From an optimization exercise on the open Yosys and OpenROAD flow, aimed at small area, a short achievable clock period and few clock cycles per item; shortcuts taken in it are not production practice.
Where RTL was checked, it was by simulation tests only, not by an equivalence proof against the original.
Power and IR drop assume default switching activity.

oak:
## arena_bump_allocator_core
module arena_bump_allocator_core (
  input  logic                              clk,
  input  logic                              rst_n,
  input  logic                              cfg_valid,
  output logic                              cfg_ready,
  input  logic                              cfg_index,
  input  logic [abump_pkg::ADDR_W-1:0]      cfg_data,
  input  logic                              in_valid,
  output logic                              in_ready,
  input  logic [abump_pkg::FUNC_W-1:0]      in_func,
  input  logic [abump_pkg::OFF_W-1:0]       in_request_size,
  input  logic [abump_pkg::ALIGN_LOG_W-1:0] in_align_log2,
  input  logic [abump_pkg::ADDR_W-1:0]      in_old_address,
  input  logic [abump_pkg::OFF_W-1:0]       in_old_length,
  input  logic [abump_pkg::OFF_W-1:0]       in_snap_current,
  input  logic [abump_pkg::OFF_W-1:0]       in_snap_previous,
  output logic                              out_valid,
  input  logic                              out_ready,
  output logic [abump_pkg::STATUS_W-1:0]    out_status,
  output logic [abump_pkg::ADDR_W-1:0]      out_result_address,
  output logic [abump_pkg::OFF_W-1:0]       out_copy_length,
  ...
export LEC_CHECK = 0
export CAP_MARGIN = 20
export CORE_MARGIN = 2
export CORE_UTILIZATION = 55
export CTS_BUF_LIST = sky130_fd_sc_hd__clkbuf_4 sky130_fd_sc_hd__clkbuf_8
export SETUP_SLACK_MARGIN = 2.5
export SLEW_MARGIN = 20
export TNS_END_PERCENT = 100
create_clock -name core_clock -period 9.0 [get_ports {clk}]
standard.sh (not shown) runs the stock make flow with config.mk's settings and CLKGATE_MAP_FILE= SYNTH_SCRIPT=/design/flow/synth_recipe.tcl, a recipe that flattens the netlist after the stock synthesis.
==> flow/flow/run.sh <==
#!/bin/bash
# Standard layout, with the port buffers made as buf_1 cells instead of the
# delay-cell buffers buffer_ports picks by default.
cp standard.sh standard_sh.txt
export BUFFER_PORTS_ARGS="-buffer_cell sky130_fd_sc_hd__buf_1"
bash standard.sh > standard.log 2>&1
oak has completed all stages; timing, DRC and antenna checks passed.
Testbench counts of oak, summed over its fixed seeds: cycles 91,397, items 80,000.
#### Input delta (pine over oak)
Settings: clearing CTS_BUF_LIST, which used to be sky130_fd_sc_hd__clkbuf_4 sky130_fd_sc_hd__clkbuf_8.
Non-clock buffer count: pine > oak. The post-route worst setup slack reported for pine is smaller than that of oak by 5.2 ps. On global-route usage, oak tracks pine almost exactly.
Input changes introduced in birch (baseline for comparison: pine):
Settings: CORE_UTILIZATION changed from 55 to 40.
--- outcome ---
In birch, sequential cell area share is lower than in pine.
Final worst-path cycle share of pine is on par with birch.
Diff pine and birch: hold slack higher in pine
Relative to pine, detailed-route wire length has increased by about 12% in birch.
Modified inputs, maple compared to birch
Settings: a change of CORE_UTILIZATION from 40 to 55; a change of TNS_END_PERCENT from 100 to 10.
### Flow results
| share of cell area taken by multi-input logic gates | higher: maple |
Of the two candidates, birch has the worse headroom to the max-slew limit and maple the better one.
Between maple and birch, it is maple whose data required time at the worst endpoint is lower, by 170 ps.
Start point of the critical path = in_old_length[1]: maple; start point of the critical path = in_align_log2[0]: birch


arena_bump_allocator_core, a different RTL version from the one above (not shown whole).
For scale: ~2400 cells after synthesis, about 300 I/O pins, roughly 19000 um2 of cells after synthesis.
// arena_bump_allocator_core
module arena_bump_allocator_core (
  input  logic                              clk,
  input  logic                              rst_n,
  input  logic                              cfg_valid,
  output logic                              cfg_ready,
  input  logic                              cfg_index,
  input  logic [abump_pkg::ADDR_W-1:0]      cfg_data,
  input  logic                              in_valid,
  output logic                              in_ready,
  input  logic [abump_pkg::FUNC_W-1:0]      in_func,
  input  logic [abump_pkg::OFF_W-1:0]       in_request_size,
  input  logic [abump_pkg::ALIGN_LOG_W-1:0] in_align_log2,
  input  logic [abump_pkg::ADDR_W-1:0]      in_old_address,
  input  logic [abump_pkg::OFF_W-1:0]       in_old_length,
  input  logic [abump_pkg::OFF_W-1:0]       in_snap_current,
  input  logic [abump_pkg::OFF_W-1:0]       in_snap_previous,
  output logic                              out_valid,
  input  logic                              out_ready,
  output logic [abump_pkg::STATUS_W-1:0]    out_status,
  output logic [abump_pkg::ADDR_W-1:0]      out_result_address,
  output logic [abump_pkg::OFF_W-1:0]       out_copy_length,
  output logic [abump_pkg::OFF_W-1:0]       out_clear_offset,
  output logic [abump_pkg::OFF_W-1:0]       out_clear_length,
  output logic [abump_pkg::OFF_W-1:0]       out_current_offset,
  output logic [abump_pkg::OFF_W-1:0]       out_previous_offset
);
clock: 9.0 ns
lec_check: 0
cap_margin: 20
core_margin: 2
core_utilization: 40
setup_slack_margin: 4.5
slew_margin: 20
tns_end_percent: 100
run.sh (not shown) runs the stock make flow with config.mk's settings and CLKGATE_MAP_FILE= SYNTH_SCRIPT=/design/flow/synth_recipe.tcl, a recipe that flattens the netlist after the stock synthesis.
Stock flow here: none of the scripts above is used.
Rerun with:
--- a/flow/config.mk
+++ b/flow/config.mk
@@ -11 +11 @@
-export SETUP_SLACK_MARGIN = 4.5
+export SETUP_SLACK_MARGIN = 3.5
What happened: Core utilization goes down by 2.1 points. Wire length drops by a few percent. Global-route usage drops by 1.1 points. Synthesized area stays the same. Design area went down by a few percent. Synthesized cell count stays the same. Total power shrinks by a few percent. Combinational power drops by a few percent. Via count shrinks slightly.
Function was not checked in any run of this note: the RTL went through the layout flow alone.


## v16
RTL: one of the versions met above, not the one the previous note started from.
Size in the first run: ~2,300 cells after synthesis, ~19,000 µm² of cells after synthesis.
==> flow/design.v (excerpt) <==
module arena_bump_allocator_core (
  input  logic                              clk,
  input  logic                              rst_n,
  input  logic                              cfg_valid,
  output logic                              cfg_ready,
  input  logic                              cfg_index,
  input  logic [abump_pkg::ADDR_W-1:0]      cfg_data,
  input  logic                              in_valid,
  output logic                              in_ready,
  input  logic [abump_pkg::FUNC_W-1:0]      in_func,
  input  logic [abump_pkg::OFF_W-1:0]       in_request_size,
  input  logic [abump_pkg::ALIGN_LOG_W-1:0] in_align_log2,
  input  logic [abump_pkg::ADDR_W-1:0]      in_old_address,
  input  logic [abump_pkg::OFF_W-1:0]       in_old_length,
  input  logic [abump_pkg::OFF_W-1:0]       in_snap_current,
  input  logic [abump_pkg::OFF_W-1:0]       in_snap_previous,
  output logic                              out_valid,
  input  logic                              out_ready,
  output logic [abump_pkg::STATUS_W-1:0]    out_status,
  output logic [abump_pkg::ADDR_W-1:0]      out_result_address,
  output logic [abump_pkg::OFF_W-1:0]       out_copy_length,
  output logic [abump_pkg::OFF_W-1:0]       out_clear_offset,
  output logic [abump_pkg::OFF_W-1:0]       out_clear_length,
  output logic [abump_pkg::OFF_W-1:0]       out_current_offset,
  output logic [abump_pkg::OFF_W-1:0]       out_previous_offset
);
  localparam int OW = abump_pkg::OFF_W;
  localparam int AW = abump_pkg::ALIGN_W;
  localparam int DW = abump_pkg::ADDR_W;
  logic [DW-1:0] base_r;
  logic [AW-1:0] nb_r, nb_nxt;
  logic [OW-1:0] usable_r;
  logic [OW-1:0] top_r, top_nxt;
  logic [OW-1:0] last_r, last_nxt;
  logic                           valid_r;
  logic [abump_pkg::STATUS_W-1:0] status_r, status_nxt;
  logic                           blk_r, blk_nxt;    
  logic                           clr_r, clr_nxt;    
  logic                           mv_r, mv_nxt;      
  logic [OW-1:0]                  copy_r;            
  logic [OW-1:0]                  clro_r;            
  logic [OW-1:0]                  clrl_r;            
  logic          acc;
  assign cfg_ready = 1'b1;
  assign in_ready  = !valid_r || out_ready;
  assign acc       = in_valid && in_ready;
  logic          f_alloc;    
  ...
clock: 9.0 ns
lec_check: 0
cap_margin: 20
core_margin: 2
core_utilization: 55
setup_slack_margin: 2.75
slew_margin: 20
tns_end_percent: 100
standard.sh (not shown) runs the stock make flow with config.mk's settings and CLKGATE_MAP_FILE= SYNTH_SCRIPT=/design/flow/synth_recipe.tcl, a recipe that flattens the netlist after the stock synthesis.
Scripts as last shown in full above: flow/flow/run.sh
Testbench counts of v16, summed over its fixed seeds: cycles 91,397, items 80,000.
The following lists how v13 was set up differently from v16:
Settings: putting CTS_BUF_LIST at sky130_fd_sc_hd__clkbuf_8 where nothing was set; swapping 2.75 for 2.5 in SETUP_SLACK_MARGIN.
Results
Compared with v16, v13 shows a lower fmax. Relative to v16, design area decreased by 1200 µm² in v13. Placement-stage cell area of v13 is on par with v16. Compare v16 and v13 | clock network fraction of design power higher: v16.
--- input diff v13..v20 ---
Settings: CTS_BUF_LIST: sky130_fd_sc_hd__clkbuf_8 -> unset; PLACE_DENSITY: unset -> 0.75; CORE_UTILIZATION: 55 -> 40.
==> results.txt <==
v20 completed end to end with timing, DRC and antenna clean. a41o_1 as the cell with the largest stage delay on the worst path was reported by v13, and fa_1 by v20. Lower area growth from synthesis to layout among v13 and v20: v13. When the final numbers for v13 and v20 were put side by side, the power of the sequential group turned out to be smaller in v20. NOTE estimated wirelength of the detail-placed design v13->v20 increased by a few percent. top_r[18] as the capturing instance or port of the critical path was reported by v13, and copy_r[11] by v20. Note that the sum of internal, switching and leakage power recorded for v20 amounts to 1.08 times the value seen in v13. Number of clock-tree buffers in the layout: v20 vs v13 up 6. Summary of v20 over v13: wire length after detailed routing +4900 µm; total die area +13,000 µm².


arena_bump_allocator_core, a different RTL version from the one above (not shown whole).
Size: roughly 2500 cells after synthesis, about 220 flip-flops.
==> flow/design.v (excerpt) <==
module arena_bump_allocator_core (
  input  logic                              clk,
  input  logic                              rst_n,
  input  logic                              cfg_valid,
  output logic                              cfg_ready,
  input  logic                              cfg_index,
  input  logic [abump_pkg::ADDR_W-1:0]      cfg_data,
  input  logic                              in_valid,
  output logic                              in_ready,
  input  logic [abump_pkg::FUNC_W-1:0]      in_func,
  input  logic [abump_pkg::OFF_W-1:0]       in_request_size,
  input  logic [abump_pkg::ALIGN_LOG_W-1:0] in_align_log2,
  input  logic [abump_pkg::ADDR_W-1:0]      in_old_address,
  input  logic [abump_pkg::OFF_W-1:0]       in_old_length,
  input  logic [abump_pkg::OFF_W-1:0]       in_snap_current,
  input  logic [abump_pkg::OFF_W-1:0]       in_snap_previous,
  output logic                              out_valid,
  input  logic                              out_ready,
  output logic [abump_pkg::STATUS_W-1:0]    out_status,
  output logic [abump_pkg::ADDR_W-1:0]      out_result_address,
  output logic [abump_pkg::OFF_W-1:0]       out_copy_length,
  output logic [abump_pkg::OFF_W-1:0]       out_clear_offset,
  output logic [abump_pkg::OFF_W-1:0]       out_clear_length,
  output logic [abump_pkg::OFF_W-1:0]       out_current_offset,
  output logic [abump_pkg::OFF_W-1:0]       out_previous_offset
);
==> flow/config.mk <==
export PLATFORM = sky130hd
export DESIGN_NAME = arena_bump_allocator_core
export DESIGN_NICKNAME = arena_bump_allocator_core
export VERILOG_FILES = /design/flow/design.v
export SDC_FILE = /design/flow/constraint.sdc
export NUM_CORES = 4
export LEC_CHECK = 0
export CAP_MARGIN = 20
export CORE_MARGIN = 2
export CORE_UTILIZATION = 40
export SETUP_SLACK_MARGIN = 2.5
export SLEW_MARGIN = 20
export TNS_END_PERCENT = 100
==> flow/constraint.sdc <==
create_clock -name core_clock -period 9.0 [get_ports {clk}]
set_input_delay 1.8000 -clock core_clock [delete_from_list [all_inputs] [get_ports {clk}]]
set_output_delay 1.8000 -clock core_clock [all_outputs]
set_load 0.01 [all_outputs]
==> flow/flow/run.sh <==
#!/bin/bash
# Standard layout, with the port buffers made as buf_2 cells instead of the
# delay-cell buffers buffer_ports picks by default.
cp standard.sh standard_sh.txt
export BUFFER_PORTS_ARGS="-buffer_cell sky130_fd_sc_hd__buf_2"
bash standard.sh > standard.log 2>&1
The first run passed the timing, DRC and antenna checks.
Next try:
==> flow/run.sh (new file) <==
#!/bin/bash
# synth_recipe.tcl (not shown) runs the flow's synth.tcl, then flattens the netlist and writes it again
# the make line also repeats each setting of config.mk as NAME=value (left out here)
make -C /OpenROAD-flow-scripts/flow DESIGN_CONFIG=/design/flow/config.mk WORK_HOME=/design/flow/orfs CLKGATE_MAP_FILE= SYNTH_SCRIPT=/design/flow/synth_recipe.tcl finish
- SETUP_SLACK_MARGIN: 2.5 -> 3.0
removed: flow/flow/run.sh
removed: flow/standard.sh
What happened:
- The changed run finished clean
- clock skew went up by 0.0045 ns
- register-to-register slack gets better by 0.50 ns
- worst setup slack gets better by 0.49 ns
- wire length went up by 3.6%
- hold slack gets worse by 0.010 ns
- via count went up by 1.3%
- first-iteration DRC count went down by 3.8%
Next try:
==> flow/flow/run.sh (new file) <==
#!/bin/bash
# Standard layout, with the port buffers made as buf_2 cells instead of the
# delay-cell buffers buffer_ports picks by default.
cp standard.sh standard_sh.txt
export BUFFER_PORTS_ARGS="-buffer_cell sky130_fd_sc_hd__buf_2"
bash standard.sh > standard.log 2>&1
==> flow/standard.sh (new file) <==
#!/bin/bash
# synth_recipe.tcl (not shown) runs the flow's synth.tcl, then flattens the netlist and writes it again
# the make line also repeats each setting of config.mk as NAME=value (left out here)
make -C /OpenROAD-flow-scripts/flow DESIGN_CONFIG=/design/flow/config.mk WORK_HOME=/design/flow/orfs CLKGATE_MAP_FILE= SYNTH_SCRIPT=/design/flow/synth_recipe.tcl "${@:-finish}"
- SETUP_SLACK_MARGIN: 3.0 -> 3.5
removed: flow/run.sh
What happened:
- The changed run finished with timing, DRC and antenna clean
- fmax is higher by a few percent
- cell count is higher slightly
- non-clock buffer count is higher by 54
- final area is lower slightly
- die area is unchanged
- routed wire length is higher by a few percent
- power is higher by a few percent
- core utilization is lower by 0.24 points
Function was not checked in any run of this note: the RTL went through the layout flow alone.

[re-timing with driven ports]
In the flow no input, the clock included, has a driving cell. The finished layouts below were timed again as built, in two steps. Step 1 sets driving cells, clkbuf_16 on the clock port and buf_2 on the other inputs (assumed; they add their load-dependent delay and slew). Step 2, shift: input delay + t, output delay - t, t = (earliest + latest rising clock arrival at the registers) / 2. This alone moves slack from input paths to output paths. Slacks: ideal ports / drivers / drivers and shift; pairs: ideal ports / drivers.
run | t, ns | setup WS [ns] | hold slack, ns | worst setup path after step 2
oak | 0.568 | 2.673 / 2.632 / 2.133 | 0.466 / 0.466 / 0.466 | input to register
pine | 0.514 | 2.668 / 2.662 / 2.183 | 0.461 / 0.461 / 0.461 | input to register
birch | 0.558 | 2.657 / 2.630 / 2.108 | 0.457 / 0.457 / 0.457 | input to register
maple | 0.516 | 2.619 / 2.649 / 2.133 | 0.462 / 0.462 / 0.462 | input to register
the first run of note 2 | 0.528 | 2.415 / 2.360 / 2.012 | 0.476 / 0.476 / 0.476 | input to register
the second run of note 2 | 0.522 | 2.454 / 2.400 / 2.014 | 0.467 / 0.467 / 0.467 | input to register
v16 | 0.518 | 2.743 / 2.729 / 2.210 | 0.457 / 0.457 / 0.457 | input to register
v13 | 0.570 | 2.603 / 2.629 / 2.059 | 0.465 / 0.466 / 0.466 | input to register
v20 | 0.552 | 2.609 / 2.618 / 2.067 | 0.463 / 0.463 / 0.463 | input to register
the first run of note 4 | 0.648 | 2.644 / 2.677 / 2.029 | 0.474 / 0.474 / 0.474 | input to register
the second run of note 4 | 0.651 | 3.137 / 3.083 / 2.565 | 0.464 / 0.464 / 0.464 | input to register
the third run of note 4 | 0.645 | 3.428 / 3.424 / 2.778 | 0.466 / 0.466 / 0.466 | input to register
After both steps every run listed still meets setup and hold. The setup slack of the third run of note 4, which loses most, moves by -0.004 ns with the drivers and by -0.650 ns with both steps.
